This design comes from an exercise in tuning for small area, a short achievable clock period and few clock cycles per item on the open sky130 flow, not from production work. Only the layout flow was run in this run; the RTL was not checked for function there.

$ cat flow/run.sh
#!/bin/bash
# synth_recipe.tcl (not shown) runs the flow's synth.tcl, then flattens the netlist and writes it again
# the make line also repeats each setting of config.mk as NAME=value (left out here)
make -C /OpenROAD-flow-scripts/flow DESIGN_CONFIG=/design/flow/config.mk WORK_HOME=/design/flow/orfs CLKGATE_MAP_FILE= SYNTH_SCRIPT=/design/flow/synth_recipe.tcl finish
$ cat flow/config.mk
export PLATFORM = sky130hd
export DESIGN_NAME = fc_layer_top
export DESIGN_NICKNAME = fc_layer_top
export VERILOG_FILES = /design/flow/design.v
export SDC_FILE = /design/flow/constraint.sdc
export NUM_CORES = 4
export LEC_CHECK = 0
export CAP_MARGIN = 20
export CORE_MARGIN = 2
export CORE_UTILIZATION = 55
export CTS_BUF_LIST = sky130_fd_sc_hd__clkbuf_16
export CTS_CLUSTER_DIAMETER = 100
export CTS_CLUSTER_SIZE = 28
export PLACE_DENSITY = 0.6
export SETUP_SLACK_MARGIN = 5
export SLEW_MARGIN = 20
$ cat flow/constraint.sdc
create_clock -name core_clock -period 9.0 [get_ports {clk}]
set_input_delay 1.8000 -clock core_clock [delete_from_list [all_inputs] [get_ports {clk}]]
set_output_delay 1.8000 -clock core_clock [all_outputs]
set_load 0.01 [all_outputs]
$ cat flow/design.v
`default_nettype none
package fc_pkg;
    localparam int BYTE_W    = 8;
    localparam int WORD_W    = 32;
    localparam int IN_COUNT  = 8;
    localparam int OUT_COUNT = 4;
    localparam int ACC_W     = 20;
    localparam int FEATURE_W = IN_COUNT * BYTE_W;
    localparam int FRAME_WORDS = (FEATURE_W + OUT_COUNT * FEATURE_W
                                  + OUT_COUNT * BYTE_W) / WORD_W;
    localparam int STEP_W = 4;
    typedef enum logic {
        LOAD_RECEIVE,
        LOAD_COMPUTE
    } loader_state_t;
    typedef enum logic [1:0] {
        LANE_IDLE,
        LANE_ACCUMULATE,
        LANE_BIAS_ADD,
        LANE_DONE
    } lane_state_t;
endpackage
`default_nettype wire
`default_nettype none
module fc_dot4_cs (
    input  wire [47:0] bd,    
    input  wire [31:0] w,
    output wire [18:0] s,
    output wire [18:0] c
);
wire x1;
wire x2;
wire x3;
wire x4;
wire x5;
wire x6;
wire x7;
wire x8;
wire x9;
wire nx10;
wire x11;
wire x12;
wire x13;
wire x14;
wire x15;
wire x16;
wire x17;
wire x18;
wire x19;
wire nx20;
wire x21;
wire x22;
wire x23;
wire x24;
wire x25;
wire x26;
wire x27;
wire x28;
wire x29;
wire nx30;
wire x31;
wire x32;
wire x33;
wire x34;
wire x35;
wire x36;
wire x37;
wire x38;
wire x39;
wire nx40;
wire x41;
wire x42;
wire x43;
wire x44;
wire x45;
wire x46;
wire x47;
wire x48;
wire x49;
wire nx50;
wire x51;
wire x52;
wire x53;
wire x54;
wire x55;
wire x56;
wire x57;
wire x58;
wire x59;
wire nx60;
wire x61;
wire x62;
wire x63;
wire x64;
wire x65;
wire x66;
wire x67;
wire x68;
wire x69;
wire nx70;
wire x71;
wire x72;
wire x73;
wire x74;
wire x75;
wire x76;
wire x77;
wire x78;
wire x79;
wire nx80;
wire x81;
wire x82;
wire x83;
wire x84;
wire x85;
wire x86;
wire x87;
wire x88;
wire x89;
wire nx90;
wire x91;
wire x92;
wire x93;
wire x94;
wire x95;
wire x96;
wire x97;
wire x98;
wire x99;
wire nx100;
wire x101;
wire x102;
wire x103;
wire x104;
wire x105;
wire x106;
wire x107;
wire x108;
wire x109;
wire nx110;
wire x111;
wire x112;
wire x113;
wire x114;
wire x115;
wire x116;
wire x117;
wire x118;
wire x119;
wire nx120;
wire x121;
wire x122;
wire x123;
wire x124;
wire x125;
wire x126;
wire x127;
wire x128;
wire x129;
wire nx130;
wire x131;
wire x132;
wire x133;
wire x134;
wire x135;
wire x136;
wire x137;
wire x138;
wire x139;
wire nx140;
wire x141;
wire x142;
wire x143;
wire x144;
wire x145;
wire x146;
wire x147;
wire x148;
wire x149;
wire nx150;
wire x151;
wire x152;
wire x153;
wire x154;
wire x155;
wire x156;
wire x157;
wire x158;
wire x159;
wire nx160;
wire s161;
wire c162;
wire s163;
wire c164;
wire s165;
wire c166;
wire s167;
wire c168;
wire s169;
wire c170;
wire s171;
wire c172;
wire s173;
wire c174;
wire s175;
wire c176;
wire s177;
wire c178;
wire s179;
wire c180;
wire s181;
wire c182;
wire s183;
wire c184;
wire s185;
wire c186;
wire s187;
wire c188;
wire s189;
wire c190;
wire s191;
wire c192;
wire s193;
wire c194;
wire s195;
wire c196;
wire s197;
wire c198;
wire s199;
wire c200;
wire s201;
wire c202;
wire s203;
wire c204;
wire s205;
wire c206;
wire s207;
wire c208;
wire s209;
wire c210;
wire s211;
wire c212;
wire s213;
wire c214;
wire s215;
wire c216;
wire s217;
wire c218;
wire s219;
wire c220;
wire s221;
wire c222;
wire s223;
wire c224;
wire s225;
wire c226;
wire s227;
wire c228;
wire s229;
wire c230;
wire s231;
wire c232;
wire s233;
wire c234;
wire s235;
wire c236;
wire s237;
wire c238;
wire s239;
wire c240;
wire s241;
wire c242;
wire s243;
wire c244;
wire s245;
wire c246;
wire s247;
wire c248;
wire s249;
wire c250;
wire s251;
wire c252;
wire s253;
wire c254;
wire s255;
wire c256;
wire s257;
wire c258;
wire s259;
wire c260;
wire s261;
wire c262;
wire s263;
wire c264;
wire s265;
wire c266;
wire s267;
wire c268;
wire s269;
wire c270;
wire s271;
wire c272;
wire s273;
wire c274;
wire s275;
wire c276;
wire s277;
wire c278;
wire s279;
wire c280;
wire s281;
wire c282;
wire s283;
wire c284;
wire s285;
wire c286;
wire s287;
wire c288;
wire s289;
wire c290;
wire s291;
wire c292;
wire s293;
wire c294;
wire s295;
wire c296;
wire s297;
wire c298;
wire s299;
wire c300;
wire s301;
wire c302;
wire s303;
wire c304;
wire s305;
wire c306;
wire s307;
wire c308;
wire s309;
wire c310;
wire s311;
wire c312;
wire s313;
wire c314;
wire s315;
wire c316;
wire s317;
wire c318;
wire s319;
wire c320;
wire s321;
wire c322;
wire s323;
wire c324;
wire s325;
wire c326;
wire s327;
wire c328;
wire s329;
wire c330;
wire s331;
wire c332;
wire s333;
wire c334;
wire s335;
wire c336;
wire s337;
wire c338;
wire s339;
wire c340;
wire s341;
wire c342;
wire s343;
wire c344;
wire s345;
wire c346;
wire s347;
wire c348;
wire s349;
wire c350;
wire s351;
wire c352;
wire s353;
wire c354;
wire s355;
wire c356;
wire s357;
wire c358;
wire s359;
wire c360;
wire s361;
wire c362;
wire s363;
wire c364;
wire s365;
wire c366;
wire s367;
wire c368;
wire s369;
wire c370;
wire s371;
wire c372;
wire s373;
wire c374;
wire s375;
wire c376;
wire s377;
wire c378;
wire s379;
wire c380;
wire s381;
wire c382;
wire s383;
wire c384;
wire s385;
wire c386;
wire s387;
wire c388;
wire s389;
wire c390;
wire s391;
wire c392;
wire s393;
wire c394;
wire s395;
wire c396;
wire s397;
wire c398;
wire s399;
wire c400;
wire s401;
wire c402;
wire s403;
wire c404;
wire s405;
wire c406;
wire s407;
wire c408;
wire s409;
wire c410;
wire s411;
wire c412;
wire s413;
wire c414;
wire s415;
wire c416;
wire s417;
wire c418;
wire s419;
wire c420;
wire s421;
wire c422;
wire s423;
wire c424;
wire s425;
wire c426;
wire s427;
wire c428;
wire s429;
wire c430;
wire s431;
wire c432;
wire s433;
wire c434;
wire s435;
wire c436;
wire s437;
wire c438;
wire s439;
wire c440;
wire s441;
wire c442;
wire s443;
wire c444;
wire s445;
wire c446;
wire s447;
wire c448;
wire s449;
wire c450;
wire s451;
wire c452;
wire s453;
wire c454;
wire s455;
wire c456;
assign x1 = ((bd[0] & w[0]) | (bd[1] & 1'b0)) ^ bd[2];
assign x2 = ((bd[0] & w[1]) | (bd[1] & w[0])) ^ bd[2];
assign x3 = ((bd[0] & w[2]) | (bd[1] & w[1])) ^ bd[2];
assign x4 = ((bd[0] & w[3]) | (bd[1] & w[2])) ^ bd[2];
assign x5 = ((bd[0] & w[4]) | (bd[1] & w[3])) ^ bd[2];
assign x6 = ((bd[0] & w[5]) | (bd[1] & w[4])) ^ bd[2];
assign x7 = ((bd[0] & w[6]) | (bd[1] & w[5])) ^ bd[2];
assign x8 = ((bd[0] & w[7]) | (bd[1] & w[6])) ^ bd[2];
assign x9 = ((bd[0] & w[7]) | (bd[1] & w[7])) ^ bd[2];
assign nx10 = ~x9;
assign x11 = ((bd[3] & w[0]) | (bd[4] & 1'b0)) ^ bd[5];
assign x12 = ((bd[3] & w[1]) | (bd[4] & w[0])) ^ bd[5];
assign x13 = ((bd[3] & w[2]) | (bd[4] & w[1])) ^ bd[5];
assign x14 = ((bd[3] & w[3]) | (bd[4] & w[2])) ^ bd[5];
assign x15 = ((bd[3] & w[4]) | (bd[4] & w[3])) ^ bd[5];
assign x16 = ((bd[3] & w[5]) | (bd[4] & w[4])) ^ bd[5];
assign x17 = ((bd[3] & w[6]) | (bd[4] & w[5])) ^ bd[5];
assign x18 = ((bd[3] & w[7]) | (bd[4] & w[6])) ^ bd[5];
assign x19 = ((bd[3] & w[7]) | (bd[4] & w[7])) ^ bd[5];
assign nx20 = ~x19;
assign x21 = ((bd[6] & w[0]) | (bd[7] & 1'b0)) ^ bd[8];
assign x22 = ((bd[6] & w[1]) | (bd[7] & w[0])) ^ bd[8];
assign x23 = ((bd[6] & w[2]) | (bd[7] & w[1])) ^ bd[8];
assign x24 = ((bd[6] & w[3]) | (bd[7] & w[2])) ^ bd[8];
assign x25 = ((bd[6] & w[4]) | (bd[7] & w[3])) ^ bd[8];
assign x26 = ((bd[6] & w[5]) | (bd[7] & w[4])) ^ bd[8];
assign x27 = ((bd[6] & w[6]) | (bd[7] & w[5])) ^ bd[8];
assign x28 = ((bd[6] & w[7]) | (bd[7] & w[6])) ^ bd[8];
assign x29 = ((bd[6] & w[7]) | (bd[7] & w[7])) ^ bd[8];
assign nx30 = ~x29;
assign x31 = ((bd[9] & w[0]) | (bd[10] & 1'b0)) ^ bd[11];
assign x32 = ((bd[9] & w[1]) | (bd[10] & w[0])) ^ bd[11];
assign x33 = ((bd[9] & w[2]) | (bd[10] & w[1])) ^ bd[11];
assign x34 = ((bd[9] & w[3]) | (bd[10] & w[2])) ^ bd[11];
assign x35 = ((bd[9] & w[4]) | (bd[10] & w[3])) ^ bd[11];
assign x36 = ((bd[9] & w[5]) | (bd[10] & w[4])) ^ bd[11];
assign x37 = ((bd[9] & w[6]) | (bd[10] & w[5])) ^ bd[11];
assign x38 = ((bd[9] & w[7]) | (bd[10] & w[6])) ^ bd[11];
assign x39 = ((bd[9] & w[7]) | (bd[10] & w[7])) ^ bd[11];
assign nx40 = ~x39;
assign x41 = ((bd[12] & w[8]) | (bd[13] & 1'b0)) ^ bd[14];
assign x42 = ((bd[12] & w[9]) | (bd[13] & w[8])) ^ bd[14];
assign x43 = ((bd[12] & w[10]) | (bd[13] & w[9])) ^ bd[14];
assign x44 = ((bd[12] & w[11]) | (bd[13] & w[10])) ^ bd[14];
assign x45 = ((bd[12] & w[12]) | (bd[13] & w[11])) ^ bd[14];
assign x46 = ((bd[12] & w[13]) | (bd[13] & w[12])) ^ bd[14];
assign x47 = ((bd[12] & w[14]) | (bd[13] & w[13])) ^ bd[14];
assign x48 = ((bd[12] & w[15]) | (bd[13] & w[14])) ^ bd[14];
assign x49 = ((bd[12] & w[15]) | (bd[13] & w[15])) ^ bd[14];
assign nx50 = ~x49;
assign x51 = ((bd[15] & w[8]) | (bd[16] & 1'b0)) ^ bd[17];
assign x52 = ((bd[15] & w[9]) | (bd[16] & w[8])) ^ bd[17];
assign x53 = ((bd[15] & w[10]) | (bd[16] & w[9])) ^ bd[17];
assign x54 = ((bd[15] & w[11]) | (bd[16] & w[10])) ^ bd[17];
assign x55 = ((bd[15] & w[12]) | (bd[16] & w[11])) ^ bd[17];
assign x56 = ((bd[15] & w[13]) | (bd[16] & w[12])) ^ bd[17];
assign x57 = ((bd[15] & w[14]) | (bd[16] & w[13])) ^ bd[17];
assign x58 = ((bd[15] & w[15]) | (bd[16] & w[14])) ^ bd[17];
assign x59 = ((bd[15] & w[15]) | (bd[16] & w[15])) ^ bd[17];
assign nx60 = ~x59;
assign x61 = ((bd[18] & w[8]) | (bd[19] & 1'b0)) ^ bd[20];
assign x62 = ((bd[18] & w[9]) | (bd[19] & w[8])) ^ bd[20];
assign x63 = ((bd[18] & w[10]) | (bd[19] & w[9])) ^ bd[20];
assign x64 = ((bd[18] & w[11]) | (bd[19] & w[10])) ^ bd[20];
assign x65 = ((bd[18] & w[12]) | (bd[19] & w[11])) ^ bd[20];
assign x66 = ((bd[18] & w[13]) | (bd[19] & w[12])) ^ bd[20];
assign x67 = ((bd[18] & w[14]) | (bd[19] & w[13])) ^ bd[20];
assign x68 = ((bd[18] & w[15]) | (bd[19] & w[14])) ^ bd[20];
assign x69 = ((bd[18] & w[15]) | (bd[19] & w[15])) ^ bd[20];
assign nx70 = ~x69;
assign x71 = ((bd[21] & w[8]) | (bd[22] & 1'b0)) ^ bd[23];
assign x72 = ((bd[21] & w[9]) | (bd[22] & w[8])) ^ bd[23];
assign x73 = ((bd[21] & w[10]) | (bd[22] & w[9])) ^ bd[23];
assign x74 = ((bd[21] & w[11]) | (bd[22] & w[10])) ^ bd[23];
assign x75 = ((bd[21] & w[12]) | (bd[22] & w[11])) ^ bd[23];
assign x76 = ((bd[21] & w[13]) | (bd[22] & w[12])) ^ bd[23];
assign x77 = ((bd[21] & w[14]) | (bd[22] & w[13])) ^ bd[23];
assign x78 = ((bd[21] & w[15]) | (bd[22] & w[14])) ^ bd[23];
assign x79 = ((bd[21] & w[15]) | (bd[22] & w[15])) ^ bd[23];
assign nx80 = ~x79;
assign x81 = ((bd[24] & w[16]) | (bd[25] & 1'b0)) ^ bd[26];
assign x82 = ((bd[24] & w[17]) | (bd[25] & w[16])) ^ bd[26];
assign x83 = ((bd[24] & w[18]) | (bd[25] & w[17])) ^ bd[26];
assign x84 = ((bd[24] & w[19]) | (bd[25] & w[18])) ^ bd[26];
assign x85 = ((bd[24] & w[20]) | (bd[25] & w[19])) ^ bd[26];
assign x86 = ((bd[24] & w[21]) | (bd[25] & w[20])) ^ bd[26];
assign x87 = ((bd[24] & w[22]) | (bd[25] & w[21])) ^ bd[26];
assign x88 = ((bd[24] & w[23]) | (bd[25] & w[22])) ^ bd[26];
assign x89 = ((bd[24] & w[23]) | (bd[25] & w[23])) ^ bd[26];
assign nx90 = ~x89;
assign x91 = ((bd[27] & w[16]) | (bd[28] & 1'b0)) ^ bd[29];
assign x92 = ((bd[27] & w[17]) | (bd[28] & w[16])) ^ bd[29];
assign x93 = ((bd[27] & w[18]) | (bd[28] & w[17])) ^ bd[29];
assign x94 = ((bd[27] & w[19]) | (bd[28] & w[18])) ^ bd[29];
assign x95 = ((bd[27] & w[20]) | (bd[28] & w[19])) ^ bd[29];
assign x96 = ((bd[27] & w[21]) | (bd[28] & w[20])) ^ bd[29];
assign x97 = ((bd[27] & w[22]) | (bd[28] & w[21])) ^ bd[29];
assign x98 = ((bd[27] & w[23]) | (bd[28] & w[22])) ^ bd[29];
assign x99 = ((bd[27] & w[23]) | (bd[28] & w[23])) ^ bd[29];
assign nx100 = ~x99;
assign x101 = ((bd[30] & w[16]) | (bd[31] & 1'b0)) ^ bd[32];
assign x102 = ((bd[30] & w[17]) | (bd[31] & w[16])) ^ bd[32];
assign x103 = ((bd[30] & w[18]) | (bd[31] & w[17])) ^ bd[32];
assign x104 = ((bd[30] & w[19]) | (bd[31] & w[18])) ^ bd[32];
assign x105 = ((bd[30] & w[20]) | (bd[31] & w[19])) ^ bd[32];
assign x106 = ((bd[30] & w[21]) | (bd[31] & w[20])) ^ bd[32];
assign x107 = ((bd[30] & w[22]) | (bd[31] & w[21])) ^ bd[32];
assign x108 = ((bd[30] & w[23]) | (bd[31] & w[22])) ^ bd[32];
assign x109 = ((bd[30] & w[23]) | (bd[31] & w[23])) ^ bd[32];
assign nx110 = ~x109;
assign x111 = ((bd[33] & w[16]) | (bd[34] & 1'b0)) ^ bd[35];
assign x112 = ((bd[33] & w[17]) | (bd[34] & w[16])) ^ bd[35];
assign x113 = ((bd[33] & w[18]) | (bd[34] & w[17])) ^ bd[35];
assign x114 = ((bd[33] & w[19]) | (bd[34] & w[18])) ^ bd[35];
assign x115 = ((bd[33] & w[20]) | (bd[34] & w[19])) ^ bd[35];
assign x116 = ((bd[33] & w[21]) | (bd[34] & w[20])) ^ bd[35];
assign x117 = ((bd[33] & w[22]) | (bd[34] & w[21])) ^ bd[35];
assign x118 = ((bd[33] & w[23]) | (bd[34] & w[22])) ^ bd[35];
assign x119 = ((bd[33] & w[23]) | (bd[34] & w[23])) ^ bd[35];
assign nx120 = ~x119;
assign x121 = ((bd[36] & w[24]) | (bd[37] & 1'b0)) ^ bd[38];
assign x122 = ((bd[36] & w[25]) | (bd[37] & w[24])) ^ bd[38];
assign x123 = ((bd[36] & w[26]) | (bd[37] & w[25])) ^ bd[38];
assign x124 = ((bd[36] & w[27]) | (bd[37] & w[26])) ^ bd[38];
assign x125 = ((bd[36] & w[28]) | (bd[37] & w[27])) ^ bd[38];
assign x126 = ((bd[36] & w[29]) | (bd[37] & w[28])) ^ bd[38];
assign x127 = ((bd[36] & w[30]) | (bd[37] & w[29])) ^ bd[38];
assign x128 = ((bd[36] & w[31]) | (bd[37] & w[30])) ^ bd[38];
assign x129 = ((bd[36] & w[31]) | (bd[37] & w[31])) ^ bd[38];
assign nx130 = ~x129;
assign x131 = ((bd[39] & w[24]) | (bd[40] & 1'b0)) ^ bd[41];
assign x132 = ((bd[39] & w[25]) | (bd[40] & w[24])) ^ bd[41];
assign x133 = ((bd[39] & w[26]) | (bd[40] & w[25])) ^ bd[41];
assign x134 = ((bd[39] & w[27]) | (bd[40] & w[26])) ^ bd[41];
assign x135 = ((bd[39] & w[28]) | (bd[40] & w[27])) ^ bd[41];
assign x136 = ((bd[39] & w[29]) | (bd[40] & w[28])) ^ bd[41];
assign x137 = ((bd[39] & w[30]) | (bd[40] & w[29])) ^ bd[41];
assign x138 = ((bd[39] & w[31]) | (bd[40] & w[30])) ^ bd[41];
assign x139 = ((bd[39] & w[31]) | (bd[40] & w[31])) ^ bd[41];
assign nx140 = ~x139;
assign x141 = ((bd[42] & w[24]) | (bd[43] & 1'b0)) ^ bd[44];
assign x142 = ((bd[42] & w[25]) | (bd[43] & w[24])) ^ bd[44];
assign x143 = ((bd[42] & w[26]) | (bd[43] & w[25])) ^ bd[44];
assign x144 = ((bd[42] & w[27]) | (bd[43] & w[26])) ^ bd[44];
assign x145 = ((bd[42] & w[28]) | (bd[43] & w[27])) ^ bd[44];
assign x146 = ((bd[42] & w[29]) | (bd[43] & w[28])) ^ bd[44];
assign x147 = ((bd[42] & w[30]) | (bd[43] & w[29])) ^ bd[44];
assign x148 = ((bd[42] & w[31]) | (bd[43] & w[30])) ^ bd[44];
assign x149 = ((bd[42] & w[31]) | (bd[43] & w[31])) ^ bd[44];
assign nx150 = ~x149;
assign x151 = ((bd[45] & w[24]) | (bd[46] & 1'b0)) ^ bd[47];
assign x152 = ((bd[45] & w[25]) | (bd[46] & w[24])) ^ bd[47];
assign x153 = ((bd[45] & w[26]) | (bd[46] & w[25])) ^ bd[47];
assign x154 = ((bd[45] & w[27]) | (bd[46] & w[26])) ^ bd[47];
assign x155 = ((bd[45] & w[28]) | (bd[46] & w[27])) ^ bd[47];
assign x156 = ((bd[45] & w[29]) | (bd[46] & w[28])) ^ bd[47];
assign x157 = ((bd[45] & w[30]) | (bd[46] & w[29])) ^ bd[47];
assign x158 = ((bd[45] & w[31]) | (bd[46] & w[30])) ^ bd[47];
assign x159 = ((bd[45] & w[31]) | (bd[46] & w[31])) ^ bd[47];
assign nx160 = ~x159;
assign s161 = x7 ^ x15;
assign c162 = x7 & x15;
assign s163 = x5 ^ x13 ^ x21;
assign c164 = (x5 & x13) | (x5 & x21) | (x13 & x21);
assign s165 = bd[8] ^ x45;
assign c166 = bd[8] & x45;
assign s167 = x6 ^ x14;
assign c168 = x6 & x14;
assign s169 = x23 ^ x31 ^ bd[11];
assign c170 = (x23 & x31) | (x23 & bd[11]) | (x31 & bd[11]);
assign s171 = x47 ^ x55 ^ x63;
assign c172 = (x47 & x55) | (x47 & x63) | (x55 & x63);
assign s173 = x71 ^ bd[23] ^ x87;
assign c174 = (x71 & bd[23]) | (x71 & x87) | (bd[23] & x87);
assign s175 = x95 ^ x103;
assign c176 = x95 & x103;
assign s177 = x8 ^ x16 ^ x24;
assign c178 = (x8 & x16) | (x8 & x24) | (x16 & x24);
assign s179 = x32 ^ x48 ^ x56;
assign c180 = (x32 & x48) | (x32 & x56) | (x48 & x56);
assign s181 = x64 ^ x72 ^ x88;
assign c182 = (x64 & x72) | (x64 & x88) | (x72 & x88);
assign s183 = x96 ^ x104 ^ x112;
assign c184 = (x96 & x104) | (x96 & x112) | (x104 & x112);
assign s185 = nx10 ^ x17 ^ x25;
assign c186 = (nx10 & x17) | (nx10 & x25) | (x17 & x25);
assign s187 = x33 ^ nx50 ^ x57;
assign c188 = (x33 & nx50) | (x33 & x57) | (nx50 & x57);
assign s189 = x65 ^ x73 ^ nx90;
assign c190 = (x65 & x73) | (x65 & nx90) | (x73 & nx90);
assign s191 = x97 ^ x105;
assign c192 = x97 & x105;
assign s193 = x18 ^ x26 ^ x34;
assign c194 = (x18 & x26) | (x18 & x34) | (x26 & x34);
assign s195 = x58 ^ x66;
assign c196 = x58 & x66;
assign s197 = nx20 ^ x27 ^ x35;
assign c198 = (nx20 & x27) | (nx20 & x35) | (x27 & x35);
assign s199 = x3 ^ x11 ^ bd[5];
assign c200 = (x3 ^ x11) ? bd[5] : x3;
assign s201 = x43 ^ x51;
assign c202 = x43 & x51;
assign s203 = x4 ^ x12;
assign c204 = x4 & x12;
assign s205 = x53 ^ x61 ^ bd[20];
assign c206 = (x53 ^ x61) ? bd[20] : x53;
assign s207 = x85 ^ x93 ^ x101;
assign c208 = (x85 ^ x93) ? x101 : x85;
assign s209 = bd[32] ^ x125;
assign c210 = bd[32] & x125;
assign s211 = x22 ^ x46 ^ x54;
assign c212 = (x22 ^ x46) ? x54 : x22;
assign s213 = x62 ^ x86 ^ x94;
assign c214 = (x62 ^ x86) ? x94 : x62;
assign s215 = x102 ^ x126 ^ x134;
assign c216 = (x102 ^ x126) ? x134 : x102;
assign s217 = x142 ^ s167;
assign c218 = x142 & s167;
assign s219 = x111 ^ bd[35] ^ x127;
assign c220 = (x111 ^ bd[35]) ? x127 : x111;
assign s221 = x135 ^ x143 ^ x151;
assign c222 = (x135 ^ x143) ? x151 : x135;
assign s223 = bd[47] ^ s161 ^ s169;
assign c224 = (bd[47] ^ s161) ? s169 : bd[47];
assign s225 = s171 ^ s173 ^ s175;
assign c226 = (s171 ^ s173) ? s175 : s171;
assign s227 = x128 ^ x136 ^ x144;
assign c228 = (x128 ^ x136) ? x144 : x128;
assign s229 = x152 ^ c162 ^ s177;
assign c230 = (x152 ^ c162) ? s177 : x152;
assign s231 = s179 ^ s181 ^ s183;
assign c232 = (s179 ^ s181) ? s183 : s179;
assign s233 = c170 ^ c172 ^ c174;
assign c234 = (c170 ^ c172) ? c174 : c170;
assign s235 = x113 ^ nx130 ^ x137;
assign c236 = (x113 ^ nx130) ? x137 : x113;
assign s237 = x145 ^ x153 ^ s185;
assign c238 = (x145 ^ x153) ? s185 : x145;
assign s239 = s187 ^ s189 ^ s191;
assign c240 = (s187 ^ s189) ? s191 : s187;
assign s241 = c178 ^ c180 ^ c182;
assign c242 = (c178 ^ c180) ? c182 : c178;
assign s243 = x74 ^ x98 ^ x106;
assign c244 = (x74 ^ x98) ? x106 : x74;
assign s245 = x114 ^ x138 ^ x146;
assign c246 = (x114 ^ x138) ? x146 : x114;
assign s247 = x154 ^ s193 ^ s195;
assign c248 = (x154 ^ s193) ? s195 : x154;
assign s249 = c186 ^ c188 ^ c190;
assign c250 = (c186 ^ c188) ? c190 : c186;
assign s251 = nx60 ^ x67 ^ x75;
assign c252 = (nx60 ^ x67) ? x75 : nx60;
assign s253 = nx100 ^ x107 ^ x115;
assign c254 = (nx100 ^ x107) ? x115 : nx100;
assign s255 = nx140 ^ x147 ^ x155;
assign c256 = (nx140 ^ x147) ? x155 : nx140;
assign s257 = s197 ^ c194 ^ c196;
assign c258 = (s197 ^ c194) ? c196 : s197;
assign s259 = x28 ^ x36 ^ x68;
assign c260 = (x28 ^ x36) ? x68 : x28;
assign s261 = x76 ^ x108 ^ x116;
assign c262 = (x76 ^ x108) ? x116 : x76;
assign s263 = x148 ^ x156;
assign c264 = x148 & x156;
assign s265 = nx30 ^ x37 ^ nx70;
assign c266 = (nx30 ^ x37) ? nx70 : nx30;
assign s267 = x1 ^ bd[2] ^ x41;
assign c268 = (x1 ^ bd[2]) ? x41 : x1;
assign s269 = bd[17] ^ x83 ^ x91;
assign c270 = (bd[17] ^ x83) ? x91 : bd[17];
assign s271 = bd[29] ^ x123;
assign c272 = bd[29] & x123;
assign s273 = x44 ^ x52 ^ x84;
assign c274 = (x44 ^ x52) ? x84 : x44;
assign s275 = x92 ^ x124 ^ x132;
assign c276 = (x92 ^ x124) ? x132 : x92;
assign s277 = s203 ^ c200;
assign c278 = s203 & c200;
assign s279 = x133 ^ x141 ^ bd[44];
assign c280 = (x133 ^ x141) ? bd[44] : x133;
assign s281 = s163 ^ s165 ^ s205;
assign c282 = (s163 ^ s165) ? s205 : s163;
assign s283 = s207 ^ s209 ^ c204;
assign c284 = (s207 ^ s209) ? c204 : s207;
assign s285 = c164 ^ c166 ^ s211;
assign c286 = (c164 ^ c166) ? s211 : c164;
assign s287 = s213 ^ s215 ^ s217;
assign c288 = (s213 ^ s215) ? s217 : s213;
assign s289 = c206 ^ c208 ^ c210;
assign c290 = (c206 ^ c208) ? c210 : c206;
assign s291 = c168 ^ s219 ^ s221;
assign c292 = (c168 ^ s219) ? s221 : c168;
assign s293 = s223 ^ s225 ^ c212;
assign c294 = (s223 ^ s225) ? c212 : s223;
assign s295 = c214 ^ c216 ^ c218;
assign c296 = (c214 ^ c216) ? c218 : c214;
assign s297 = c176 ^ s227 ^ s229;
assign c298 = (c176 ^ s227) ? s229 : c176;
assign s299 = s231 ^ s233 ^ c220;
assign c300 = (s231 ^ s233) ? c220 : s231;
assign s301 = c222 ^ c224 ^ c226;
assign c302 = (c222 ^ c224) ? c226 : c222;
assign s303 = c184 ^ s235 ^ s237;
assign c304 = (c184 ^ s235) ? s237 : c184;
assign s305 = s239 ^ s241 ^ c228;
assign c306 = (s239 ^ s241) ? c228 : s239;
assign s307 = c230 ^ c232 ^ c234;
assign c308 = (c230 ^ c232) ? c234 : c230;
assign s309 = c192 ^ s243 ^ s245;
assign c310 = (c192 ^ s243) ? s245 : c192;
assign s311 = s247 ^ s249 ^ c236;
assign c312 = (s247 ^ s249) ? c236 : s247;
assign s313 = c238 ^ c240 ^ c242;
assign c314 = (c238 ^ c240) ? c242 : c238;
assign s315 = s251 ^ s253 ^ s255;
assign c316 = (s251 ^ s253) ? s255 : s251;
assign s317 = s257 ^ c244 ^ c246;
assign c318 = (s257 ^ c244) ? c246 : s257;
assign s319 = c248 ^ c250 ^ 1'b1;
assign c320 = (c248 ^ c250) ? 1'b1 : c248;
assign s321 = c198 ^ s259 ^ s261;
assign c322 = (c198 ^ s259) ? s261 : c198;
assign s323 = s263 ^ c252 ^ c254;
assign c324 = (s263 ^ c252) ? c254 : s263;
assign s325 = c256 ^ c258 ^ 1'b1;
assign c326 = (c256 ^ c258) ? 1'b1 : c256;
assign s327 = x77 ^ nx110 ^ x117;
assign c328 = (x77 ^ nx110) ? x117 : x77;
assign s329 = nx150 ^ x157 ^ s265;
assign c330 = (nx150 ^ x157) ? s265 : nx150;
assign s331 = c260 ^ c262 ^ c264;
assign c332 = (c260 ^ c262) ? c264 : c260;
assign s333 = x38 ^ x78 ^ x118;
assign c334 = (x38 ^ x78) ? x118 : x38;
assign s335 = x158 ^ c266;
assign c336 = x158 & c266;
assign s337 = bd[14] ^ x81 ^ bd[26];
assign c338 = (bd[14] ^ x81) ? bd[26] : bd[14];
assign s339 = x2 ^ x42 ^ x82;
assign c340 = (x2 ^ x42) ? x82 : x2;
assign s341 = x131 ^ bd[41] ^ s199;
assign c342 = (x131 ^ bd[41]) ? s199 : x131;
assign s343 = s201 ^ s269;
assign c344 = s201 & s269;
assign s345 = c202 ^ s273 ^ s275;
assign c346 = (c202 ^ s273) ? s275 : c202;
assign s347 = s277 ^ c270 ^ c272;
assign c348 = (s277 ^ c270) ? c272 : s277;
assign s349 = s279 ^ s281 ^ s283;
assign c350 = (s279 ^ s281) ? s283 : s279;
assign s351 = c274 ^ c276 ^ c278;
assign c352 = (c274 ^ c276) ? c278 : c274;
assign s353 = s285 ^ s287 ^ s289;
assign c354 = (s285 ^ s287) ? s289 : s285;
assign s355 = c280 ^ c282 ^ c284;
assign c356 = (c280 ^ c282) ? c284 : c280;
assign s357 = s291 ^ s293 ^ s295;
assign c358 = (s291 ^ s293) ? s295 : s291;
assign s359 = c286 ^ c288 ^ c290;
assign c360 = (c286 ^ c288) ? c290 : c286;
assign s361 = s297 ^ s299 ^ s301;
assign c362 = (s297 ^ s299) ? s301 : s297;
assign s363 = c292 ^ c294 ^ c296;
assign c364 = (c292 ^ c294) ? c296 : c292;
assign s365 = s303 ^ s305 ^ s307;
assign c366 = (s303 ^ s305) ? s307 : s303;
assign s367 = c298 ^ c300 ^ c302;
assign c368 = (c298 ^ c300) ? c302 : c298;
assign s369 = s309 ^ s311 ^ s313;
assign c370 = (s309 ^ s311) ? s313 : s309;
assign s371 = c304 ^ c306 ^ c308;
assign c372 = (c304 ^ c306) ? c308 : c304;
assign s373 = s315 ^ s317 ^ s319;
assign c374 = (s315 ^ s317) ? s319 : s315;
assign s375 = c310 ^ c312 ^ c314;
assign c376 = (c310 ^ c312) ? c314 : c310;
assign s377 = s321 ^ s323 ^ s325;
assign c378 = (s321 ^ s323) ? s325 : s321;
assign s379 = c316 ^ c318 ^ c320;
assign c380 = (c316 ^ c318) ? c320 : c316;
assign s381 = s327 ^ s329 ^ s331;
assign c382 = (s327 ^ s329) ? s331 : s327;
assign s383 = c322 ^ c324 ^ c326;
assign c384 = (c322 ^ c324) ? c326 : c322;
assign s385 = s333 ^ s335 ^ c328;
assign c386 = (s333 ^ s335) ? c328 : s333;
assign s387 = c330 ^ c332 ^ 1'b1;
assign c388 = (c330 ^ c332) ? 1'b1 : c330;
assign s389 = nx40 ^ nx80 ^ nx120;
assign c390 = (nx40 ^ nx80) ? nx120 : nx40;
assign s391 = nx160 ^ c334 ^ c336;
assign c392 = (nx160 ^ c334) ? c336 : nx160;
assign s393 = x121 ^ bd[38];
assign c394 = x121 & bd[38];
assign s395 = x122 ^ c268 ^ s339;
assign c396 = (x122 ^ c268) ? s339 : x122;
assign s397 = s271 ^ s341 ^ s343;
assign c398 = (s271 ^ s341) ? s343 : s271;
assign s399 = s345 ^ s347 ^ c342;
assign c400 = (s345 ^ s347) ? c342 : s345;
assign s401 = s349 ^ s351 ^ c346;
assign c402 = (s349 ^ s351) ? c346 : s349;
assign s403 = s353 ^ s355 ^ c350;
assign c404 = (s353 ^ s355) ? c350 : s353;
assign s405 = s357 ^ s359 ^ c354;
assign c406 = (s357 ^ s359) ? c354 : s357;
assign s407 = s361 ^ s363 ^ c358;
assign c408 = (s361 ^ s363) ? c358 : s361;
assign s409 = s365 ^ s367 ^ c362;
assign c410 = (s365 ^ s367) ? c362 : s365;
assign s411 = s369 ^ s371 ^ c366;
assign c412 = (s369 ^ s371) ? c366 : s369;
assign s413 = s373 ^ s375 ^ c370;
assign c414 = (s373 ^ s375) ? c370 : s373;
assign s415 = s377 ^ s379 ^ c374;
assign c416 = (s377 ^ s379) ? c374 : s377;
assign s417 = s381 ^ s383 ^ c378;
assign c418 = (s381 ^ s383) ? c378 : s381;
assign s419 = s385 ^ s387 ^ c382;
assign c420 = (s385 ^ s387) ? c382 : s385;
assign s421 = s389 ^ s391 ^ c386;
assign c422 = (s389 ^ s391) ? c386 : s389;
assign s423 = c390 ^ c392;
assign c424 = c390 & c392;
assign s425 = s267 ^ s337;
assign c426 = s267 & s337;
assign s427 = c338 ^ s395 ^ c394;
assign c428 = (c338 ^ s395) ? c394 : c338;
assign s429 = c340 ^ s397 ^ c396;
assign c430 = (c340 ^ s397) ? c396 : c340;
assign s431 = c344 ^ s399 ^ c398;
assign c432 = (c344 ^ s399) ? c398 : c344;
assign s433 = c348 ^ s401 ^ c400;
assign c434 = (c348 ^ s401) ? c400 : c348;
assign s435 = c352 ^ s403 ^ c402;
assign c436 = (c352 ^ s403) ? c402 : c352;
assign s437 = c356 ^ s405 ^ c404;
assign c438 = (c356 ^ s405) ? c404 : c356;
assign s439 = c360 ^ s407 ^ c406;
assign c440 = (c360 ^ s407) ? c406 : c360;
assign s441 = c364 ^ s409 ^ c408;
assign c442 = (c364 ^ s409) ? c408 : c364;
assign s443 = c368 ^ s411 ^ c410;
assign c444 = (c368 ^ s411) ? c410 : c368;
assign s445 = c372 ^ s413 ^ c412;
assign c446 = (c372 ^ s413) ? c412 : c372;
assign s447 = c376 ^ s415 ^ c414;
assign c448 = (c376 ^ s415) ? c414 : c376;
assign s449 = c380 ^ s417 ^ c416;
assign c450 = (c380 ^ s417) ? c416 : c380;
assign s451 = c384 ^ s419 ^ c418;
assign c452 = (c384 ^ s419) ? c418 : c384;
assign s453 = c388 ^ s421 ^ c420;
assign c454 = (c388 ^ s421) ? c420 : c388;
assign s455 = s423 ^ c422 ^ 1'b1;
assign c456 = (s423 ^ c422) ? 1'b1 : s423;
assign s = {1'b1, 1'b1, c424, s455, s453, s451, s449, s447, s445, s443, s441, s439, s437, s435, s433, s431, s429, s427, s393};
assign c = {1'b0, 1'b0, c456, c454, c452, c450, c448, c446, c444, c442, c440, c438, c436, c434, c432, c430, c428, c426, s425};
endmodule
`default_nettype wire
`default_nettype none
module fc_add4 (
    input  wire [18:0] x,
    input  wire [18:0] s,
    input  wire [18:0] c,
    input  wire [18:0] b,
    output wire [18:0] y
);
wire l1_t0;
wire l1_s0;
wire l1_c0;
wire l1_t1;
wire l1_s1;
wire l1_c1;
wire l1_t2;
wire l1_s2;
wire l1_c2;
wire l1_t3;
wire l1_s3;
wire l1_c3;
wire l1_t4;
wire l1_s4;
wire l1_c4;
wire l1_t5;
wire l1_s5;
wire l1_c5;
wire l1_t6;
wire l1_s6;
wire l1_c6;
wire l1_t7;
wire l1_s7;
wire l1_c7;
wire l1_t8;
wire l1_s8;
wire l1_c8;
wire l1_t9;
wire l1_s9;
wire l1_c9;
wire l1_t10;
wire l1_s10;
wire l1_c10;
wire l1_t11;
wire l1_s11;
wire l1_c11;
wire l1_t12;
wire l1_s12;
wire l1_c12;
wire l1_t13;
wire l1_s13;
wire l1_c13;
wire l1_t14;
wire l1_s14;
wire l1_c14;
wire l1_t15;
wire l1_s15;
wire l1_c15;
wire l1_t16;
wire l1_s16;
wire l1_c16;
wire l1_t17;
wire l1_s17;
wire l1_c17;
wire l1_t18;
wire l1_s18;
wire l1_c18;
wire l2_t0;
wire l2_s0;
wire l2_c0;
wire l2_t1;
wire l2_s1;
wire l2_c1;
wire l2_t2;
wire l2_s2;
wire l2_c2;
wire l2_t3;
wire l2_s3;
wire l2_c3;
wire l2_t4;
wire l2_s4;
wire l2_c4;
wire l2_t5;
wire l2_s5;
wire l2_c5;
wire l2_t6;
wire l2_s6;
wire l2_c6;
wire l2_t7;
wire l2_s7;
wire l2_c7;
wire l2_t8;
wire l2_s8;
wire l2_c8;
wire l2_t9;
wire l2_s9;
wire l2_c9;
wire l2_t10;
wire l2_s10;
wire l2_c10;
wire l2_t11;
wire l2_s11;
wire l2_c11;
wire l2_t12;
wire l2_s12;
wire l2_c12;
wire l2_t13;
wire l2_s13;
wire l2_c13;
wire l2_t14;
wire l2_s14;
wire l2_c14;
wire l2_t15;
wire l2_s15;
wire l2_c15;
wire l2_t16;
wire l2_s16;
wire l2_c16;
wire l2_t17;
wire l2_s17;
wire l2_c17;
wire l2_t18;
wire l2_s18;
wire l2_c18;
assign l1_t0 = s[0] ^ c[0];
assign l1_s0 = l1_t0 ^ x[0];
assign l1_c0 = l1_t0 ? x[0] : s[0];
assign l1_t1 = s[1] ^ c[1];
assign l1_s1 = l1_t1 ^ x[1];
assign l1_c1 = l1_t1 ? x[1] : s[1];
assign l1_t2 = s[2] ^ c[2];
assign l1_s2 = l1_t2 ^ x[2];
assign l1_c2 = l1_t2 ? x[2] : s[2];
assign l1_t3 = s[3] ^ c[3];
assign l1_s3 = l1_t3 ^ x[3];
assign l1_c3 = l1_t3 ? x[3] : s[3];
assign l1_t4 = s[4] ^ c[4];
assign l1_s4 = l1_t4 ^ x[4];
assign l1_c4 = l1_t4 ? x[4] : s[4];
assign l1_t5 = s[5] ^ c[5];
assign l1_s5 = l1_t5 ^ x[5];
assign l1_c5 = l1_t5 ? x[5] : s[5];
assign l1_t6 = s[6] ^ c[6];
assign l1_s6 = l1_t6 ^ x[6];
assign l1_c6 = l1_t6 ? x[6] : s[6];
assign l1_t7 = s[7] ^ c[7];
assign l1_s7 = l1_t7 ^ x[7];
assign l1_c7 = l1_t7 ? x[7] : s[7];
assign l1_t8 = s[8] ^ c[8];
assign l1_s8 = l1_t8 ^ x[8];
assign l1_c8 = l1_t8 ? x[8] : s[8];
assign l1_t9 = s[9] ^ c[9];
assign l1_s9 = l1_t9 ^ x[9];
assign l1_c9 = l1_t9 ? x[9] : s[9];
assign l1_t10 = s[10] ^ c[10];
assign l1_s10 = l1_t10 ^ x[10];
assign l1_c10 = l1_t10 ? x[10] : s[10];
assign l1_t11 = s[11] ^ c[11];
assign l1_s11 = l1_t11 ^ x[11];
assign l1_c11 = l1_t11 ? x[11] : s[11];
assign l1_t12 = s[12] ^ c[12];
assign l1_s12 = l1_t12 ^ x[12];
assign l1_c12 = l1_t12 ? x[12] : s[12];
assign l1_t13 = s[13] ^ c[13];
assign l1_s13 = l1_t13 ^ x[13];
assign l1_c13 = l1_t13 ? x[13] : s[13];
assign l1_t14 = s[14] ^ c[14];
assign l1_s14 = l1_t14 ^ x[14];
assign l1_c14 = l1_t14 ? x[14] : s[14];
assign l1_t15 = s[15] ^ c[15];
assign l1_s15 = l1_t15 ^ x[15];
assign l1_c15 = l1_t15 ? x[15] : s[15];
assign l1_t16 = s[16] ^ c[16];
assign l1_s16 = l1_t16 ^ x[16];
assign l1_c16 = l1_t16 ? x[16] : s[16];
assign l1_t17 = s[17] ^ c[17];
assign l1_s17 = l1_t17 ^ x[17];
assign l1_c17 = l1_t17 ? x[17] : s[17];
assign l1_t18 = s[18] ^ c[18];
assign l1_s18 = l1_t18 ^ x[18];
assign l1_c18 = l1_t18 ? x[18] : s[18];
assign l2_t0 = l1_s0 ^ 1'b0;
assign l2_s0 = l2_t0 ^ b[0];
assign l2_c0 = l2_t0 ? b[0] : l1_s0;
assign l2_t1 = l1_s1 ^ l1_c0;
assign l2_s1 = l2_t1 ^ b[1];
assign l2_c1 = l2_t1 ? b[1] : l1_s1;
assign l2_t2 = l1_s2 ^ l1_c1;
assign l2_s2 = l2_t2 ^ b[2];
assign l2_c2 = l2_t2 ? b[2] : l1_s2;
assign l2_t3 = l1_s3 ^ l1_c2;
assign l2_s3 = l2_t3 ^ b[3];
assign l2_c3 = l2_t3 ? b[3] : l1_s3;
assign l2_t4 = l1_s4 ^ l1_c3;
assign l2_s4 = l2_t4 ^ b[4];
assign l2_c4 = l2_t4 ? b[4] : l1_s4;
assign l2_t5 = l1_s5 ^ l1_c4;
assign l2_s5 = l2_t5 ^ b[5];
assign l2_c5 = l2_t5 ? b[5] : l1_s5;
assign l2_t6 = l1_s6 ^ l1_c5;
assign l2_s6 = l2_t6 ^ b[6];
assign l2_c6 = l2_t6 ? b[6] : l1_s6;
assign l2_t7 = l1_s7 ^ l1_c6;
assign l2_s7 = l2_t7 ^ b[7];
assign l2_c7 = l2_t7 ? b[7] : l1_s7;
assign l2_t8 = l1_s8 ^ l1_c7;
assign l2_s8 = l2_t8 ^ b[8];
assign l2_c8 = l2_t8 ? b[8] : l1_s8;
assign l2_t9 = l1_s9 ^ l1_c8;
assign l2_s9 = l2_t9 ^ b[9];
assign l2_c9 = l2_t9 ? b[9] : l1_s9;
assign l2_t10 = l1_s10 ^ l1_c9;
assign l2_s10 = l2_t10 ^ b[10];
assign l2_c10 = l2_t10 ? b[10] : l1_s10;
assign l2_t11 = l1_s11 ^ l1_c10;
assign l2_s11 = l2_t11 ^ b[11];
assign l2_c11 = l2_t11 ? b[11] : l1_s11;
assign l2_t12 = l1_s12 ^ l1_c11;
assign l2_s12 = l2_t12 ^ b[12];
assign l2_c12 = l2_t12 ? b[12] : l1_s12;
assign l2_t13 = l1_s13 ^ l1_c12;
assign l2_s13 = l2_t13 ^ b[13];
assign l2_c13 = l2_t13 ? b[13] : l1_s13;
assign l2_t14 = l1_s14 ^ l1_c13;
assign l2_s14 = l2_t14 ^ b[14];
assign l2_c14 = l2_t14 ? b[14] : l1_s14;
assign l2_t15 = l1_s15 ^ l1_c14;
assign l2_s15 = l2_t15 ^ b[15];
assign l2_c15 = l2_t15 ? b[15] : l1_s15;
assign l2_t16 = l1_s16 ^ l1_c15;
assign l2_s16 = l2_t16 ^ b[16];
assign l2_c16 = l2_t16 ? b[16] : l1_s16;
assign l2_t17 = l1_s17 ^ l1_c16;
assign l2_s17 = l2_t17 ^ b[17];
assign l2_c17 = l2_t17 ? b[17] : l1_s17;
assign l2_t18 = l1_s18 ^ l1_c17;
assign l2_s18 = l2_t18 ^ b[18];
assign l2_c18 = l2_t18 ? b[18] : l1_s18;
assign y = {l2_s18, l2_s17, l2_s16, l2_s15, l2_s14, l2_s13, l2_s12, l2_s11, l2_s10, l2_s9, l2_s8, l2_s7, l2_s6, l2_s5, l2_s4, l2_s3, l2_s2, l2_s1, l2_s0} + {l2_c17, l2_c16, l2_c15, l2_c14, l2_c13, l2_c12, l2_c11, l2_c10, l2_c9, l2_c8, l2_c7, l2_c6, l2_c5, l2_c4, l2_c3, l2_c2, l2_c1, l2_c0, 1'b0};
endmodule
`default_nettype wire
`timescale 1ns/1ns
`default_nettype none
import fc_pkg::*;
module fc_layer_top (
    input  wire logic              clk,
    input  wire logic              rstn,
    input  wire logic              in_valid,
    input  wire logic [WORD_W-1:0] in_data,
    output logic                   out_valid,
    output logic      [WORD_W-1:0] out_data
);
    localparam int SW = 19;
    function automatic logic [7:0] quant(input logic [SW-1:0] x);
        if ((x[SW-1:15] == '0) || (x[SW-1:15] == '1)) quant = x[15:8];
        else quant = x[SW-1] ? 8'h80 : 8'h7F;
    endfunction
    function automatic logic [47:0] booth(input logic [31:0] x);
        for (int b = 0; b < 4; b++) begin
            for (int i = 0; i < 4; i++) begin
                logic x2, x1, x0;
                x2 = x[8*b+2*i+1];
                x1 = x[8*b+2*i];
                x0 = (i == 0) ? 1'b0 : x[8*b+2*i-1];
                booth[12*b+3*i]   = x1 ^ x0;
                booth[12*b+3*i+1] = (x2 & !x1 & !x0) | (!x2 & x1 & x0);
                booth[12*b+3*i+2] = x2;
            end
        end
    endfunction
    function automatic logic [31:0] unbooth(input logic [47:0] d);
        for (int b = 0; b < 4; b++) begin
            for (int i = 0; i < 4; i++) begin
                unbooth[8*b+2*i+1] = d[12*b+3*i+2];
                unbooth[8*b+2*i]   = d[12*b+3*i] ^ ((i == 0) ? 1'b0 : d[12*b+3*i-1]);
            end
        end
    endfunction
    logic        vq;
    logic [47:0] dd;        
    logic [31:0] dq;        
    logic [3:0]  cnt;       
    logic [3:0]  nidx;      
    logic        ldq, wtq, finq;
    assign nidx = !vq ? cnt : (cnt == 4'd10) ? 4'd0 : cnt + 4'd1;
    always_ff @(posedge clk) dd <= booth(in_valid ? in_data : '0);
    assign dq = unbooth(dd);
    always_ff @(posedge clk or negedge rstn) begin
        if (!rstn) begin
            vq   <= 1'b0;
            cnt  <= '0;
            ldq  <= 1'b0;
            wtq  <= 1'b0;
            finq <= 1'b0;
        end else begin
            vq   <= in_valid;
            cnt  <= nidx;
            ldq  <= in_valid && (nidx < 4'd2);
            wtq  <= in_valid && (nidx >= 4'd2) && (nidx <= 4'd9);
            finq <= in_valid && (nidx == 4'd10);
        end
    end
    logic [31:0] fhi, flo;
    always_ff @(posedge clk) begin
        if (ldq || wtq) begin
            flo <= fhi;
            fhi <= ldq ? dq : flo;
        end
    end
    logic [SW-1:0] s_d, c_d, cs_s, cs_c;
    fc_dot4_cs u_dot (
        .bd (dd),
        .w  (flo),
        .s  (s_d),
        .c  (c_d)
    );
    always_ff @(posedge clk) begin
        cs_s <= s_d;
        cs_c <= c_d;
    end
    logic e_even, e_r0, e_r1, e_r2, e_a3;
    always_ff @(posedge clk or negedge rstn) begin
        if (!rstn) begin
            e_even <= 1'b0;
            e_r0   <= 1'b0;
            e_r1   <= 1'b0;
            e_r2   <= 1'b0;
            e_a3   <= 1'b0;
        end else begin
            e_even <= wtq && !cnt[0];
            e_r0   <= wtq && (cnt == 4'd3);
            e_r1   <= wtq && (cnt == 4'd5);
            e_r2   <= wtq && (cnt == 4'd7);
            e_a3   <= wtq && (cnt == 4'd9);
        end
    end
    logic [SW-1:0] acc, r0, r1, r2;
    logic [SW-1:0] sum;
    logic [7:0]    b3;
    logic [SW-1:0] r0b, r1b, r2b;
    assign b3  = finq ? dq[31:24] : 8'h00;
    fc_add4 u_sum (
        .x (e_even ? '0 : acc),
        .s (cs_s),
        .c (cs_c),
        .b ({{(SW-8){b3[7]}}, b3}),
        .y (sum)
    );
    function automatic logic [SW-1:0] add_bias(input logic [SW-1:0] r, input logic [7:0] b);
        logic [8:0]    lo;
        logic [SW-9:0] h, inc, dec;
        lo = {1'b0, r[7:0]} + {1'b0, b};
        h  = r[SW-1:8];
        for (int i = 0; i < SW - 8; i++) begin
            inc[i] = h[i] ^ ((i == 0) ? 1'b1 : ((h | ~((SW-8)'((1 << i) - 1))) == '1));
            dec[i] = h[i] ^ ((i == 0) ? 1'b1 : ~|(h & ((1 << i) - 1)));
        end
        if (lo[8] && !b[7])      add_bias = {inc, r[7:0]};
        else if (!lo[8] && b[7]) add_bias = {dec, r[7:0]};
        else                     add_bias = r;
    endfunction
    assign r0b = add_bias(r0, dq[7:0]);
    assign r1b = add_bias(r1, dq[15:8]);
    assign r2b = add_bias(r2, dq[23:16]);
    always_ff @(posedge clk) begin
        if (e_even || e_a3 || finq) acc <= sum;
        if (e_r0 || finq) r0 <= e_r0 ? sum : r0b;
        if (e_r1 || finq) r1 <= e_r1 ? sum : r1b;
        if (e_r2 || finq) r2 <= e_r2 ? sum : r2b;
    end
    always_ff @(posedge clk or negedge rstn) begin
        if (!rstn) out_valid <= 1'b0;
        else       out_valid <= finq;
    end
    assign out_data = {quant(acc), quant(r2), quant(r1), quant(r0)};
endmodule
`default_nettype wire
==> parameters.txt <==
Parameter                              Value

Setup path
  Beginning of the worst register-to-register path    acc[0]$_DFFE_PP_
  Type of origin of the critical path    flop
  Endpoint of the lowest-slack register-to-register path    r1[17]$_DFFE_PP_
  Required time at the worst-slack endpoint    7.20 ns
  Data arrival time at the worst-slack endpoint    2.15 ns
  Critical Path Max Stage Delay    0.45 ns
  Crit Path Class    reg -> out
  CP Buf/Inv Count    2
  Reg2Reg Depth    16
  Cell breakdown of the critical path    or2_4 > or3_4 > buf_4 > a21oi_1 > nor2_1 > clkbuf_2
  R2R Setup Slk    5.09 ns
  Critical path's top delay family    simple AND/OR/NAND/NOR gates
  Type of element capturing the critical path    output port
  Critical path's slowest cell    sky130_fd_sc_hd__or3_4
  Largest fanout on the critical path    6

Min path
  HP Start    fhi[20]$_DFFE_PP_
  Hold Path Cell Cnt    0
  Hold Path End    flo[20]$_DFFE_PP_
  Type of the tightest min-delay check    reg -> reg

Timing
  Highest attainable clock frequency    253 MHz
  Hold Violations, Final    0
  Relative slew margins    33.5%
  Aggregate negative setup slack    0 ns
  Hold Slack    0.428 ns
  Clk_skew    0.0229 ns
  Transition time at the pin with the least slew margin    0.990 ns
  Minimum clock period    3.95 ns
  Ratio of final minimum period to clock period    43.9%
  Worst setup slack after layout    5.05 ns
  Unrepaired setup endpoints after global routing    yes
  Slew Viols, Final    0
  # setup viols final    0

Yosys
  Average size of a mapped cell    9.96 sq um
  Yosys synthesis warning count    1
  Mapped cell area    18,300 sq um
  Portion of the post-synthesis area used by sequential elements    33.8%
  Number of enable-type register cells in the synthesized netlist    140
  Post-synthesis cell type count    72
  Area share of the largest cell type after synthesis    22.9%
  Most frequently used flop master after synthesis    sky130_fd_sc_hd__edfxtp_1
  Proportion of register bits with asynchronous set or reset after synthesis    5.93%
  Main area contributors after synthesis    sky130_fd_sc_hd__edfxtp_1, sky130_fd_sc_hd__xnor2_1, sky130_fd_sc_hd__dfxtp_1, sky130_fd_sc_hd__xor2_1, sky130_fd_sc_hd__maj3_1
  Leading area contributor after synthesis    sky130_fd_sc_hd__edfxtp_1
  Post-synthesis instance total    1,840
  Total of flip-flops plus latches after synthesis    236
  Synth Net Count    1,947

Drt
  Remaining design rule violation count    0
  Drt first-iter violations    999
  Via total after detailed routing    13.2k
  Average vias per placed instance    5.76
  Total routed wirelength    46,900 um
  Post-route ant nets    0
  Routed wirelength normalized by instance count    20.4 um
  Router iterations before antenna repair    5

Final layout
  Final Net Count    1,956
  P&R area growth vs syn    9.88%
  Diodes inserted    0
  Fraction of final layout cells sized beyond drive strength 1    12.2%
  Final Util    61.6%

Placed design
  HPWL reported at the end of detailed placement    36,000 um
  Worst slack after detailed placement    4.38 ns
  Last weighted congestion value of the routability-driven placer    0.889
  Count of buffers inserted at the top-level ports    67

Floorplanning
  Area of the die    34,800 sq um
  # IOs    68
  Die height    187 um
  Die outline width    187 um
  Area of the core    32,700 sq um
  Initial core utilization    56.0%
  Row cnt    66

Global routing
  GRT Residual Overflow    0
  Number of global-route vias before repair    12.9k
  Total routing usage reported by global routing    27.0%
  Met2 track demand over resource    43.5%
  Initial antenna violation count    2
  Global-route met3 utilization    3.52%
  Most Used Layer, Global Route    met2
  First-pass GRT wire length    73,500 um
  Met1 track demand over resource    39.2%
  Maximum number of pins on one net before global-route repair    65

Clock tree
  Clock tree from TritonCTS    yes
  Clock input transition at the sequential cells of the worst setup and hold paths    0.10 ns
  Clock latency on the worst-skew pair    0.51 ns
  Root buf cell    sky130_fd_sc_hd__clkbuf_16
  Max H-tree Level    1
  Total clock sinks    236
  Maximum buffer depth of the clock tree    3
  Clock buffers created by TritonCTS    14

Status
  Result of the run    complete, no violations

Job
  Max cap viols    0
-- what timing repair did --
action,4_1_cts,5_1_grt
hold buffers,0,0
setup endpoints to repair,70,61
resized for setup,49,75
pin swaps,10,20
buffers inserted,21,22
cloned,0,0
-- Yosys cell counts (20+ instances only) --
master,n
sky130_fd_sc_hd__xnor2_1,306
sky130_fd_sc_hd__nor2_1,83
sky130_fd_sc_hd__buf_2,24
sky130_fd_sc_hd__a21oi_1,49
sky130_fd_sc_hd__edfxtp_1,140
sky130_fd_sc_hd__nor2b_1,22
sky130_fd_sc_hd__dfxtp_1,82
sky130_fd_sc_hd__maj3_1,98
sky130_fd_sc_hd__o21ai_0,83
sky130_fd_sc_hd__ha_1,60
sky130_fd_sc_hd__clkbuf_1,89
sky130_fd_sc_hd__and2_1,77
sky130_fd_sc_hd__xor2_1,140
sky130_fd_sc_hd__inv_1,43
sky130_fd_sc_hd__mux2_2,54
sky130_fd_sc_hd__a22oi_1,109
sky130_fd_sc_hd__nor3_1,20
sky130_fd_sc_hd__nand2_1,110
-- layout make-up --
class                   instances  area, sq um
clock inverters                 8         72.6
fillers                      2875        12600
inverters                      45          169
clock buffers                  16          400
repair buffers                116         1000
multi-input cells            1436        11700
flip-flops and latches        236         6220
well taps                     442          553
-- logic make-up after synthesis --
family	count (synthesis)	synth area share (%)
AOI/OAI and AO/OA	323	11.7
xor gates and xnor gates	473	24.7
adders and majority gates	173	10.9
buffers and inverters	168	3.74
DFF	236	33.8
muxes	64	3.86
and+or+nand+nor	403	11.2
-- how the worst max path moves through the flow --
stage                           start                to  slack [ns]  depth (start not counted)
detailed placement   e_even$_DFF_PN0_  r0[18]$_DFFE_PP_        4.38                         15
global placement     e_even$_DFF_PN0_  r0[18]$_DFFE_PP_        4.52                         14
CTS                  acc[0]$_DFFE_PP_  r0[17]$_DFFE_PP_        5.00                         16
floorplan            acc[0]$_DFFE_PP_  r0[18]$_DFFE_PP_        5.21                         14
global route        acc[15]$_DFFE_PP_      out_data[29]        4.92                          4
finish               r0[16]$_DFFE_PP_       out_data[3]        5.05                          6
-- stage by stage --
stage | instances | cell area [sq um]
global route | 2299 | 20100
global placement | 2232 | 19100
CTS | 2277 | 19800
floorplan | 1840 | 18300
finish | 2299 | 20100
detailed placement | 2232 | 19100
-- cells in the final DEF, fill, tap and decap left out, types with 9 or more instances in the layout --
cell type and count:
sky130_fd_sc_hd__ha_1 58, sky130_fd_sc_hd__fa_1 9, sky130_fd_sc_hd__nand2b_1 16, sky130_fd_sc_hd__a21oi_1 39, sky130_fd_sc_hd__clkbuf_16 16, sky130_fd_sc_hd__nand2_1 110, sky130_fd_sc_hd__a21oi_2 10, sky130_fd_sc_hd__xnor3_1 17
sky130_fd_sc_hd__and2_1 78, sky130_fd_sc_hd__a21boi_0 12, sky130_fd_sc_hd__dfxtp_1 64, sky130_fd_sc_hd__xnor2_2 13, sky130_fd_sc_hd__dfrtp_1 11, sky130_fd_sc_hd__or3b_2 10, sky130_fd_sc_hd__clkdlybuf4s50_1 45, sky130_fd_sc_hd__nor3_1 18
sky130_fd_sc_hd__nand3b_1 11, sky130_fd_sc_hd__mux2i_1 10, sky130_fd_sc_hd__nor2_1 83, sky130_fd_sc_hd__a21o_1 13, sky130_fd_sc_hd__edfxtp_1 140, sky130_fd_sc_hd__buf_4 49, sky130_fd_sc_hd__mux2_2 51, sky130_fd_sc_hd__nor2b_1 20
sky130_fd_sc_hd__inv_1 47, sky130_fd_sc_hd__xor2_1 140, sky130_fd_sc_hd__dfxtp_2 17, sky130_fd_sc_hd__a22oi_1 109, sky130_fd_sc_hd__maj3_1 96, sky130_fd_sc_hd__xnor2_1 294, sky130_fd_sc_hd__o21ai_0 75, sky130_fd_sc_hd__o21a_1 12
sky130_fd_sc_hd__and3_1 12, sky130_fd_sc_hd__dlygate4sd2_1 12
-- state kept, by name, summed over array words and instances, names as in the netlist, 4 cells and up --
name and count:
fhi 32, cnt 4, r2 19, cs_s 17
flo 32, acc 19, r0 19, r1 19
cs_c 17, dd 48
-- layer usage --
metal / routed length, um / vias to the layer above
met1: 21900 / 6465
li1: - / 6400
met3: 3060 / 47
met5: 0 / -
met4: 806 / 0
met2: 21100 / 330

==> port drivers added, routing unchanged <==
The flow's constraints put no driver on any port. The routed layout listed below was extracted and timed again, unchanged, in two steps. Step 1 (the two cells are an assumption about what drives the block):
set clk [get_ports {clk}]
set_driving_cell -lib_cell sky130_fd_sc_hd__clkbuf_16 $clk
set_driving_cell -lib_cell sky130_fd_sc_hd__buf_2 [delete_from_list [all_inputs] $clk]
Step 2 also shifts input and output timing later by t, the mid clock arrival at the registers, as if the neighbouring blocks saw the same clock. Three values: ideal, step 1, step 2; two values: the first two.
t (ns): 0.550
setup WS [ns]: 5.046 / 4.994 / 5.087
worst setup path after step 2: register to register
worst register clock-pin slew, ns: 0.11 / 0.11
After both steps this run still meets setup and hold. For this run, drivers alone change the setup slack by -0.052 ns; drivers and shift together by +0.041 ns.
